What follows belongs to an exercise in optimizing a design on an open flow for small area, a short achievable clock period and few clock cycles per item; a production flow would make more cautious choices. Where RTL was checked, it was by simulation tests only, not by an equivalence proof against the original.

== run C ==
// goldschmidt_ctrl
module goldschmidt_ctrl #(
    parameter int ITERS = 5
) (
    input  logic        clk,
    input  logic        rst_n,
    input  logic        start,
    input  logic [15:0] n,
    input  logic [15:0] d,
    output logic        busy,
    output logic        done,
    output logic [15:0] q,
    output logic        dbz
);
For scale: ~630 cells after synthesis, ~55 flip-flops, about 54 I/O pins, ~0.0054 sq mm of cells after synthesis.
==> flow/config.mk <==
export PLATFORM = sky130hd
export DESIGN_NAME = goldschmidt_ctrl
export DESIGN_NICKNAME = goldschmidt_ctrl
export VERILOG_FILES = /design/flow/design.v
export SDC_FILE = /design/flow/constraint.sdc
export NUM_CORES = 4
export LEC_CHECK = 0
export CAP_MARGIN = 20
export CORE_MARGIN = 2
export CORE_UTILIZATION = 40
export SLEW_MARGIN = 20
export BUFFER_PORTS_ARGS = -buffer_cell sky130_fd_sc_hd__buf_1
export SETUP_SLACK_MARGIN = 7.8
==> flow/constraint.sdc <==
create_clock -name core_clock -period 11.5 [get_ports {clk}]
set_input_delay 2.3000 -clock core_clock [delete_from_list [all_inputs] [get_ports {clk}]]
set_output_delay 2.3000 -clock core_clock [all_outputs]
set_load 0.01 [all_outputs]
standard.sh (not shown) runs the stock make flow with config.mk's settings and CLKGATE_MAP_FILE= SYNTH_SCRIPT=/design/flow/synth_recipe.tcl, a recipe that flattens the netlist after the stock synthesis.
==> flow/flow/run.sh <==
#!/bin/bash
set -euo pipefail
echo 'export BUFFER_PORTS_ARGS = -buffer_cell sky130_fd_sc_hd__buf_1' >> "$FLOW_CONFIG"
echo 'export SETUP_SLACK_MARGIN = 7.8' >> "$FLOW_CONFIG"
bash standard.sh > standard.log 2>&1
Modified inputs, run B compared to run C
- SETUP_SLACK_MARGIN no longer set, was 7.8
==> flow/flow/run.sh <==
#!/bin/bash
set -euo pipefail
echo 'export BUFFER_PORTS_ARGS = -buffer_cell sky130_fd_sc_hd__buf_1' >> "$FLOW_CONFIG"
bash standard.sh > standard.log 2>&1
==> comparison <==
Run B packs its core more loosely than run C. On final wirelength, run B does better than run C. Diff run C -> run B: depth of the most critical reg-to-reg path roughly the same, number of standard cells in the final layout excluding fillers went down by 6. Lower sequential share of cell area among run B and run C: run C. The cell area after layout of run B falls short of that of run C by 1.9%. In the reports for run B and run C, the smaller number of non-clock buffers belongs to run B.
No run of this note included a check of the RTL's function; only the layout flow was run.


Setup of build 97:
Another version of the RTL of goldschmidt_ctrl (not shown whole).
Size: about 630 cells after synthesis, ~54 I/O pins, ~0.0055 mm2 of cells after synthesis.
Settings: LEC_CHECK=0, CAP_MARGIN=20, CORE_MARGIN=2, CORE_UTILIZATION=65, SLEW_MARGIN=20, BUFFER_PORTS_ARGS=-buffer_cell sky130_fd_sc_hd__buf_1, SETUP_SLACK_MARGIN=8.1; clock period 11.5 ns.
==> flow/flow/run.sh <==
#!/bin/bash
set -euo pipefail
echo 'export BUFFER_PORTS_ARGS = -buffer_cell sky130_fd_sc_hd__buf_1' >> "$FLOW_CONFIG"
echo 'export SETUP_SLACK_MARGIN = 8.1' >> "$FLOW_CONFIG"
for stage in synth floorplan place cts grt route finish; do
    bash standard.sh "$stage" > "log_$stage.txt" 2>&1
done
Build 97 | stages: all done | timing, DRC, antenna: all pass
Testbench counts of build 97, summed over its fixed seeds: cycles 13,556, items 2,400.
What build 26 does differently from build 97 at the input level:
Settings: changing SETUP_SLACK_MARGIN from 8.1 to 5; removing BUFFER_PORTS_ARGS (formerly -buffer_cell sky130_fd_sc_hd__buf_1).
==> flow/run.sh (new file) <==
#!/bin/bash
# synth_recipe.tcl (not shown) runs the flow's synth.tcl, then flattens the netlist and writes it again
# the make line also repeats each setting of config.mk as NAME=value (left out here)
make -C /OpenROAD-flow-scripts/flow DESIGN_CONFIG=/design/flow/config.mk WORK_HOME=/design/flow/orfs CLKGATE_MAP_FILE= SYNTH_SCRIPT=/design/flow/synth_recipe.tcl finish
removed: flow/flow/run.sh
removed: flow/standard.sh
## What came out
Between build 97 and build 26, the critical path data required time does not differ in any meaningful way. Delta (build 26 minus build 97): routed wire length moved up, final cell count moved down, fraction of the mapped netlist area in adder cells level, cell area reported after detailed placement moved up. Build 26 reports its critical-path cell with the highest stage delay as clkdlybuf4s50_1 while build 97 reports ha_4. Build 26 against build 97: number of post-CTS setup repair buffers -1.
What build 44 does differently from build 26 at the input level:
Settings: swapping 5 for 8.1 in SETUP_SLACK_MARGIN; putting BUFFER_PORTS_ARGS at -buffer_cell sky130_fd_sc_hd__buf_1 where nothing was set; putting CTS_CLUSTER_DIAMETER at 300 where nothing was set; putting CTS_CLUSTER_SIZE at 60 where nothing was set.
==> flow/flow/run.sh (new file) <==
#!/bin/bash
set -euo pipefail
echo 'export BUFFER_PORTS_ARGS = -buffer_cell sky130_fd_sc_hd__buf_1' >> "$FLOW_CONFIG"
echo 'export SETUP_SLACK_MARGIN = 8.1' >> "$FLOW_CONFIG"
bash standard.sh > standard.log 2>&1
==> flow/standard.sh (new file) <==
#!/bin/bash
# synth_recipe.tcl (not shown) runs the flow's synth.tcl, then flattens the netlist and writes it again
# the make line also repeats each setting of config.mk as NAME=value (left out here)
make -C /OpenROAD-flow-scripts/flow DESIGN_CONFIG=/design/flow/config.mk WORK_HOME=/design/flow/orfs CLKGATE_MAP_FILE= SYNTH_SCRIPT=/design/flow/synth_recipe.tcl "${@:-finish}"
removed: flow/run.sh
Build 44 against build 26: final worst setup slack went up by 0.74 ns, total placed cells including tap cells comparable, global-route usage did not really move, wire length lost about 1.3%, cell area after placement went down 4.9%.
Per the comparison of build 44 with build 26, non-clock buffer count has increased; synthesized cell count now sits at about the same level; met3 layer wire length in the routed design saw a decrease; sequential share of layout area saw an increase.
Looking at maximum frequency across build 26 and build 44, the one that comes out lower is build 26.
Build 44 ended with more proportion of cell area occupied by multi-input gates than build 26.
Input-level comparison between build 55 and build 44:
Settings: removing CTS_CLUSTER_DIAMETER (formerly 300); removing CTS_CLUSTER_SIZE (formerly 60).
- Build 55 reached the end of the flow, and the finished layout is clean on the timing, DRC and antenna checks.
- Met2 layer usage reported by global route came out exactly the same in build 55 and build 44.


goldschmidt_ctrl, a different RTL version from the one above (not shown whole).
Size: roughly 55 flip-flops, about 54 I/O pins, about 5300 um^2 of cells after synthesis.
==> flow/config.mk <==
export PLATFORM = sky130hd
export DESIGN_NAME = goldschmidt_ctrl
export DESIGN_NICKNAME = goldschmidt_ctrl
export VERILOG_FILES = /design/flow/design.v
export SDC_FILE = /design/flow/constraint.sdc
export NUM_CORES = 4
export LEC_CHECK = 0
export CAP_MARGIN = 20
export CORE_MARGIN = 2
export CORE_UTILIZATION = 65
export CTS_BUF_LIST = sky130_fd_sc_hd__clkbuf_8
export SLEW_MARGIN = 20
export BUFFER_PORTS_ARGS = -buffer_cell sky130_fd_sc_hd__buf_1
export SETUP_SLACK_MARGIN = 8.4
==> flow/constraint.sdc <==
create_clock -name core_clock -period 11.5 [get_ports {clk}]
set_input_delay 2.3000 -clock core_clock [delete_from_list [all_inputs] [get_ports {clk}]]
set_output_delay 2.3000 -clock core_clock [all_outputs]
set_load 0.01 [all_outputs]
==> flow/flow/run.sh <==
#!/bin/bash
set -euo pipefail
echo 'export BUFFER_PORTS_ARGS = -buffer_cell sky130_fd_sc_hd__buf_1' >> "$FLOW_CONFIG"
echo 'export SETUP_SLACK_MARGIN = 8.4' >> "$FLOW_CONFIG"
bash standard.sh > standard.log 2>&1
The starting point completed with no timing, DRC or antenna violations.
Testbench counts at the start, summed over its fixed seeds: cycles 13,880, items 2,400.
Edit:
==> flow/flow/run.sh (replaced) <==
#!/bin/bash
set -euo pipefail
echo 'export BUFFER_PORTS_ARGS = -buffer_cell sky130_fd_sc_hd__buf_1' >> "$FLOW_CONFIG"
echo 'export SETUP_SLACK_MARGIN = 7.8' >> "$FLOW_CONFIG"
bash standard.sh > standard.log 2>&1
CORE_UTILIZATION = 40   (was 65)
CTS_BUF_LIST = not set   (was sky130_fd_sc_hd__clkbuf_8)
SETUP_SLACK_MARGIN = 7.8   (was 8.4)
Effect:
- The changed run went through all stages and came out clean
- global-route usage drops by 15 points
- routed wire length came out lower by 17%
- clock skew came out lower by 0.0044 ns
- cell area is lower by about 13%
- register-to-register slack is worse by 0.31 ns
- first-iteration DRC count drops by 50%
- synthesized cell count stays the same
Edit:
==> flow/flow/run.sh (replaced) <==
#!/bin/bash
set -euo pipefail
echo 'export BUFFER_PORTS_ARGS = -buffer_cell sky130_fd_sc_hd__buf_1' >> "$FLOW_CONFIG"
echo 'export SETUP_SLACK_MARGIN = 8.1' >> "$FLOW_CONFIG"
bash standard.sh > standard.log 2>&1
CORE_UTILIZATION = 65   (was 40)
SETUP_SLACK_MARGIN = 8.1   (was 7.8)
Outcome: Core utilization rises by 29 points. Via count rose by 3.2%. Worst hold slack improves by 0.0084 ns. Setup slack gains 0.094 ns. Area after synthesis does not change. Non-clock buffer count grows by 10. Routed wire length drops by about 2.4%. Design area climbs by about 1.4%. Clock skew is about the same.


Another version of the RTL of goldschmidt_ctrl (not shown whole).
For scale: about 490 cells after synthesis, ~54 flip-flops, roughly 54 I/O pins, ~4300 um2 of cells after synthesis.
// goldschmidt_ctrl
module goldschmidt_ctrl #(
    parameter int ITERS = 5
) (
    input  logic        clk,
    input  logic        rst_n,
    input  logic        start,
    input  logic [15:0] n,
    input  logic [15:0] d,
    output logic        busy,
    output logic        done,
    output logic [15:0] q,
    output logic        dbz
);
    localparam int K = 2;
    logic [15:0] dr;
    logic [15:0] rr;
    logic [15:0] qr;
    logic [2:0] cnt;
    logic        sat;
    logic [2:0] cnt0;
    logic [31:0] ld;
    logic [15:0] rn;
    logic [15:0] qn;
    logic        qlast;
    assign sat = (n[15:8] >= d);
    always_comb begin
        ld   = 32'(n) << 7;
        cnt0 = 3'd7;
        if ((|d[15:11])) begin
            ld   = 32'(n) << 11;
            cnt0 = 3'd5;
        end
        if ((|d[15:13])) begin
            ld   = 32'(n) << 13;
            cnt0 = 3'd4;
        end
        if ((|d[15:15])) begin
            ld   = 32'(n) << 15;
            cnt0 = 3'd3;
        end
    end
    always_comb begin
        logic [16:0] t;
        rn = rr;
        qn = qr;
        for (int i = 0; i < K; i++) begin
            t  = {rn, qn[15]} - {1'b0, dr};
            rn = t[16] ? {rn[14:0], qn[15]} : t[15:0];
            qn = {qn[14:0], ~t[16]};
        end
    end
    assign qlast = ({rr, qr[15]} >= {1'b0, dr});
    assign q     = {qr[14:0], qlast};
    always_ff @(posedge clk) begin
        if (!rst_n) begin
            busy <= 1'b0;
            done <= 1'b0;
        end else begin
            done <= 1'b0;
            if (!busy) begin
                if (start) begin
                    if (sat) done <= 1'b1;
                    else     busy <= 1'b1;
                end
            end else if (cnt == '0) begin
                busy <= 1'b0;
  ...
export LEC_CHECK = 0
export CAP_MARGIN = 20
export CORE_MARGIN = 2
export CORE_UTILIZATION = 40
export SLEW_MARGIN = 20
export BUFFER_PORTS_ARGS = -buffer_cell sky130_fd_sc_hd__buf_1
export SETUP_SLACK_MARGIN = 6.7
create_clock -name core_clock -period 11.5 [get_ports {clk}]
==> flow/flow/run.sh <==
#!/bin/bash
set -euo pipefail
echo 'export BUFFER_PORTS_ARGS = -buffer_cell sky130_fd_sc_hd__buf_1' >> "$FLOW_CONFIG"
echo 'export SETUP_SLACK_MARGIN = 6.7' >> "$FLOW_CONFIG"
bash standard.sh > standard.log 2>&1
Testbench counts at the start, summed over its fixed seeds: cycles 12,799, items 2,400.
==> next run, changes <==
==> flow/flow/run.sh (replaced) <==
#!/bin/bash
set -euo pipefail
echo 'export BUFFER_PORTS_ARGS = -buffer_cell sky130_fd_sc_hd__buf_1' >> "$FLOW_CONFIG"
bash standard.sh > standard.log 2>&1
SETUP_SLACK_MARGIN = default   (was 6.7)
- The changed run finished clean
- fmax drops by 8.6%
- setup slack got worse by 470 ps
- cell area drops by 15%
- core utilization went down by 8.0 points
- clock-buffer cell count is unchanged
- register-to-register slack got worse by 470 ps
- routed wire length fell by 15%
- area after synthesis stays the same

==> afterwards: timing with drivers on the ports <==
The flow's constraints put no driver on any port. The routed layouts listed below were extracted and timed again, unchanged, in two steps.
Step 1 sets driving cells, clkbuf_16 on the clock port and buf_2 on the other inputs (assumed; they add their load-dependent delay and slew).
Step 2 times the ports against the registers' clock, not the clock port: input delays grow and output delays shrink by t, the midpoint of the rising clock arrivals with the driver on.
Three values: ideal ports, drivers, drivers and shift; two values: the first two.
run | shift t [ns] | slack for setup (ns) | hold WS [ns] | worst data-port slew with drivers (ns)
run C | 0.329 | 7.913 / 7.903 / 7.585 | 0.453 / 0.453 / 0.453 | 0.04
run B | 0.322 | 7.551 / 7.552 / 7.231 | 0.453 / 0.453 / 0.453 | 0.04
build 97 | 0.336 | 8.018 / 7.963 / 7.627 | 0.473 / 0.473 / 0.473 | 0.08
build 26 | 0.338 | 7.281 / 7.288 / 6.950 | 0.458 / 0.458 / 0.458 | 0.04
build 44 | 0.336 | 8.018 / 7.963 / 7.627 | 0.473 / 0.473 / 0.473 | 0.08
build 55 | 0.336 | 8.018 / 7.963 / 7.627 | 0.473 / 0.473 / 0.473 | 0.08
the first run of note 3 | 0.344 | 8.021 / 7.998 / 7.716 | 0.465 / 0.465 / 0.465 | 0.07
the second run of note 3 | 0.325 | 7.947 / 7.947 / 7.622 | 0.451 / 0.451 / 0.451 | 0.04
the third run of note 3 | 0.349 | 8.041 / 8.011 / 7.766 | 0.459 / 0.459 / 0.459 | 0.05
the first run of note 4 | 0.335 | 6.579 / 6.579 / 6.519 | 0.442 / 0.442 / 0.442 | 0.04
the second run of note 4 | 0.340 | 6.113 / 6.113 / 6.113 | 0.454 / 0.454 / 0.454 | 0.04
After both steps every run listed still meets setup and hold.
